What follows belongs to an exercise in optimizing a design on an open flow for small area, a short achievable clock period and few clock cycles per item; a production flow would make more cautious choices. The RTL was checked by simulation tests, not by an equivalence proof against the original design.

// fp_mul_arbiter
module fp_mul_arbiter #(
    parameter int W = fp_alu_pkg::FP_W
) (
    input  logic         clk,
    input  logic         rst,
    input  logic         req0_valid,
    input  logic [W-1:0] req0_a,
    input  logic [W-1:0] req0_b,
    output logic         req0_ready,
    input  logic         req1_valid,
    input  logic [W-1:0] req1_a,
    input  logic [W-1:0] req1_b,
    output logic         req1_ready,
    output logic         rsp_valid,
    output logic [W-1:0] rsp_data,
    output logic         rsp_id,
    input  logic         rsp_ready
);
Size in the first run: about 2,000 cells after synthesis.
export LEC_CHECK = 0
export CAP_MARGIN = 20
export CORE_MARGIN = 2
export CORE_UTILIZATION = 40
export SETUP_SLACK_MARGIN = 5
export SLEW_MARGIN = 20
export SYNTH_HIERARCHICAL = 1
export SYNTH_MINIMUM_KEEP_SIZE = 0
create_clock -name core_clock -period 11.0 [get_ports {clk}]
standard.sh (not shown) runs the stock make flow with config.mk's settings and CLKGATE_MAP_FILE= SYNTH_SCRIPT=/design/flow/synth_recipe.tcl, a recipe that flattens the netlist after the stock synthesis.
==> flow/flow/run.sh <==
#!/bin/bash
# The standard ORFS layout (the standard.sh, standard synthesis unchanged),
# with buf_2 cells as the port buffers and a larger setup repair margin.
set -euo pipefail
bash standard.sh "BUFFER_PORTS_ARGS=-buffer_cell sky130_fd_sc_hd__buf_2" SETUP_SLACK_MARGIN=5.6 finish > orfs_make.log 2>&1
The baseline completed without violations.
Testbench counts at the start, summed over its fixed seeds: cycles 6,416, items 6,400.
Edit:
==> flow/flow/run.sh (replaced) <==
#!/bin/bash
# The standard ORFS layout (the standard.sh, standard synthesis unchanged),
# with buf_2 cells as the port buffers instead of the resizer's default pick.
set -euo pipefail
bash standard.sh "BUFFER_PORTS_ARGS=-buffer_cell sky130_fd_sc_hd__buf_2" finish > orfs_make.log 2>&1
What happened:
- The new run completed without violations
- first-iteration DRC count increases by about 20%
- final area goes down by about 7.5%
- synthesized cell count stays the same
- setup slack got worse by 170 ps
- clock-buffer cell count is unchanged
- hold slack stays flat
- routed wire length goes down by about 6%
- sequential share of layout area rose by 1.1 points

* * *

Setup of v25:
Another version of the RTL of fp_mul_arbiter (not shown whole).
Size: about 170 I/O pins, ~20,000 sq um of cells after synthesis.
Design fp_mul_arbiter, start of the top module:
module fp_mul_arbiter #(
    parameter int W = fp_alu_pkg::FP_W
) (
    input  logic         clk,
    input  logic         rst,
    input  logic         req0_valid,
    input  logic [W-1:0] req0_a,
    input  logic [W-1:0] req0_b,
    output logic         req0_ready,
    input  logic         req1_valid,
    input  logic [W-1:0] req1_a,
    input  logic [W-1:0] req1_b,
    output logic         req1_ready,
    output logic         rsp_valid,
    output logic [W-1:0] rsp_data,
    output logic         rsp_id,
    input  logic         rsp_ready
);
Settings: LEC_CHECK=0, CAP_MARGIN=20, CORE_MARGIN=2, CORE_UTILIZATION=40, CTS_BUF_LIST=sky130_fd_sc_hd__clkbuf_8, SETUP_SLACK_MARGIN=5, SLEW_MARGIN=20, SYNTH_HIERARCHICAL=1, SYNTH_MINIMUM_KEEP_SIZE=0; clock period 11.0 ns.
==> flow/flow/run.sh <==
#!/bin/bash
# The standard ORFS layout (the standard.sh, standard synthesis unchanged),
# with buf_2 cells as the port buffers and a larger setup repair margin.
set -euo pipefail
bash standard.sh "BUFFER_PORTS_ARGS=-buffer_cell sky130_fd_sc_hd__buf_2" SETUP_SLACK_MARGIN=5.3 finish > orfs_make.log 2>&1
v25 went all the way through synthesis, placement and routing and the layout is clean on timing, DRC and antenna.
Testbench counts of v25, summed over its fixed seeds: cycles 6,416, items 6,400.
Setup changes, v25 to v37
# v25
export LEC_CHECK = 0
export CAP_MARGIN = 20
export CORE_MARGIN = 2
export CORE_UTILIZATION = 40
export CTS_BUF_LIST = sky130_fd_sc_hd__clkbuf_8
export SETUP_SLACK_MARGIN = 5
export SLEW_MARGIN = 20
export SYNTH_HIERARCHICAL = 1
export SYNTH_MINIMUM_KEEP_SIZE = 0
create_clock -name core_clock -period 11.0 [get_ports {clk}]
# v37
export LEC_CHECK = 0
export CAP_MARGIN = 20
export CORE_MARGIN = 2
export CORE_UTILIZATION = 60
export CTS_BUF_LIST = sky130_fd_sc_hd__clkbuf_8
export SETUP_SLACK_MARGIN = 5
export SLEW_MARGIN = 20
export SYNTH_HIERARCHICAL = 1
export SYNTH_MINIMUM_KEEP_SIZE = 0
create_clock -name core_clock -period 11.0 [get_ports {clk}]
==> flow/flow/run.sh <==
#!/bin/bash
# The standard ORFS layout (the standard.sh, standard synthesis unchanged),
# with buf_2 cells as the port buffers and a larger setup repair margin.
set -euo pipefail
bash standard.sh "BUFFER_PORTS_ARGS=-buffer_cell sky130_fd_sc_hd__buf_2" SETUP_SLACK_MARGIN=5.6 finish > orfs_make.log 2>&1
### Flow results
Final number of max-transition violations came out exactly the same in v37 and v25.
v37: length of routed met2 wiring is about 0.8% higher than what v25 reported.
In v37, the required time reported for the critical path endpoint came out 2.43 ns above the value in v25.
v37 vs v25: detailed-routing wirelength on met1 down by a few percent
The run showing the greater total instance count after detailed placement is v25.
Compared with v25, v37 has extra setup slack.
Critical path depth, v37 and v25, higher one = v37.
Taking v25 as the reference point, the global-route usage of v37 rises by 12 points.
| core outline area | v37 vs v25 | better |
#### Input delta (v16 over v37)
# v37
export LEC_CHECK = 0
export CAP_MARGIN = 20
export CORE_MARGIN = 2
export CORE_UTILIZATION = 60
export CTS_BUF_LIST = sky130_fd_sc_hd__clkbuf_8
export SETUP_SLACK_MARGIN = 5
export SLEW_MARGIN = 20
export SYNTH_HIERARCHICAL = 1
export SYNTH_MINIMUM_KEEP_SIZE = 0
create_clock -name core_clock -period 11.0 [get_ports {clk}]
# v16
export LEC_CHECK = 0
export CAP_MARGIN = 20
export CORE_MARGIN = 2
export CORE_UTILIZATION = 40
export CTS_BUF_LIST = sky130_fd_sc_hd__clkbuf_8
export SETUP_SLACK_MARGIN = 5
export SLEW_MARGIN = 20
export SYNTH_HIERARCHICAL = 1
export SYNTH_MINIMUM_KEEP_SIZE = 0
create_clock -name core_clock -period 11.0 [get_ports {clk}]
==> flow/flow/run.sh <==
#!/bin/bash
# The standard ORFS layout (the standard.sh, standard synthesis unchanged),
# with buf_2 cells as the port buffers and a larger setup repair margin.
set -euo pipefail
bash standard.sh "BUFFER_PORTS_ARGS=-buffer_cell sky130_fd_sc_hd__buf_2" SETUP_SLACK_MARGIN=5.4 finish > orfs_make.log 2>&1
Findings:
Compared with v37, in v16 average routed wire per standard cell lost about 9%.
Run comparison: v37 critical path startpoint s1_nfa_q[17]$_DFFE_PN_; v16 critical path startpoint s1_nbone_q[8]$_DFFE_PN_
v37 → v16: utilization now smaller; routed wire length now smaller.
--- input diff v16..v13 ---
# v16
export LEC_CHECK = 0
export CAP_MARGIN = 20
export CORE_MARGIN = 2
export CORE_UTILIZATION = 40
export CTS_BUF_LIST = sky130_fd_sc_hd__clkbuf_8
export SETUP_SLACK_MARGIN = 5
export SLEW_MARGIN = 20
export SYNTH_HIERARCHICAL = 1
export SYNTH_MINIMUM_KEEP_SIZE = 0
create_clock -name core_clock -period 11.0 [get_ports {clk}]
# v13
export LEC_CHECK = 0
export CAP_MARGIN = 20
export CORE_MARGIN = 2
export CORE_UTILIZATION = 60
export CTS_BUF_LIST = sky130_fd_sc_hd__clkbuf_8
export SETUP_SLACK_MARGIN = 5
export SLEW_MARGIN = 20
export SYNTH_HIERARCHICAL = 1
export SYNTH_MINIMUM_KEEP_SIZE = 0
create_clock -name core_clock -period 11.0 [get_ports {clk}]
## What came out
- In the final reports, the cell area of v13 is smaller than that of v16.
- Diff v13 and v16: clock-buffer cell count lower in v16
- | via count | v13 vs v16 | ≈ equal |
- The register-to-register setup slack on v13 is in line with that on v16.
- From v16 to v13 the numbers moved as follows: HPWL reported at the end of detailed placement up 1.3%; count of antenna diodes in the layout neither gained nor lost much.
[inputs] v32 vs v13
# v13
export LEC_CHECK = 0
export CAP_MARGIN = 20
export CORE_MARGIN = 2
export CORE_UTILIZATION = 60
export CTS_BUF_LIST = sky130_fd_sc_hd__clkbuf_8
export SETUP_SLACK_MARGIN = 5
export SLEW_MARGIN = 20
export SYNTH_HIERARCHICAL = 1
export SYNTH_MINIMUM_KEEP_SIZE = 0
create_clock -name core_clock -period 11.0 [get_ports {clk}]
# v32
export LEC_CHECK = 0
export CAP_MARGIN = 20
export CORE_MARGIN = 2
export CORE_UTILIZATION = 40
export CTS_BUF_LIST = sky130_fd_sc_hd__clkbuf_8
export SETUP_SLACK_MARGIN = 5
export SLEW_MARGIN = 20
export SYNTH_HIERARCHICAL = 1
export SYNTH_MINIMUM_KEEP_SIZE = 0
create_clock -name core_clock -period 11.0 [get_ports {clk}]
==> flow/flow/run.sh <==
#!/bin/bash
# The standard ORFS layout (the standard.sh, standard synthesis unchanged),
# with buf_2 cells as the port buffers and a larger setup repair margin.
set -euo pipefail
bash standard.sh "BUFFER_PORTS_ARGS=-buffer_cell sky130_fd_sc_hd__buf_2" SETUP_SLACK_MARGIN=5.5 finish > orfs_make.log 2>&1
[summary]
- v32 finished all stages; the layout is clean.
- Looking at type of the setup path with the least slack, the primary input to output port result is from v32; the flop to flop one comes from v13.
- Looking only at share of the clock period used by the worst path, and setting everything else aside, the higher value of v13 and v32 goes to v13.
- Min starting density of the core across v13 and v32: v32

[separate check: timing with driven ports]
How much do the figures lean on ideal ports? The routed layouts below were timed once more, with nothing changed but the port constraints.
Step 1: set_driving_cell puts a clkbuf_16 on clk and a buf_2 on each other input, an assumption about the parent block.
Step 2 moves the port delays by t, midway between the first and last clock arrival at a register: inputs arrive t later, outputs are due t later. That takes back most of the time a late clock gives input paths.
a / b / c = ideal / step 1 / step 2; a / b = the first two.
| run | shift t [ns] | setup slack, ns | hold slack, ns | worst setup path at the end | latest minus earliest clock arrival (ns) |
|---|---|---|---|---|---|
| the first run of note 1 | 0.473 | 5.211 / 5.211 / 5.211 | 0.418 / 0.418 / 0.418 | register to register | 0.011 / 0.011 |
| the second run of note 1 | 0.473 | 5.037 / 5.037 / 5.037 | 0.421 / 0.421 / 0.421 | register to register | 0.017 / 0.017 |
| v25 | 0.510 | 5.425 / 5.372 / 5.367 | 0.424 / 0.424 / 0.424 | input to register | 0.022 / 0.022 |
| v37 | 0.524 | 5.635 / 5.617 / 5.625 | 0.424 / 0.424 / 0.424 | input to output | 0.025 / 0.025 |
| v16 | 0.506 | 5.526 / 5.524 / 5.426 | 0.422 / 0.422 / 0.422 | input to register | 0.022 / 0.021 |
| v13 | 0.520 | 5.519 / 5.512 / 5.512 | 0.423 / 0.423 / 0.423 | input to output | 0.035 / 0.035 |
| v32 | 0.491 | 5.572 / 5.550 / 5.434 | 0.425 / 0.425 / 0.425 | input to register | 0.017 / 0.016 |
After both steps every run listed still meets setup and hold. The setup slack of v32, which loses most, moves by -0.022 ns with the drivers and by -0.138 ns with both steps.
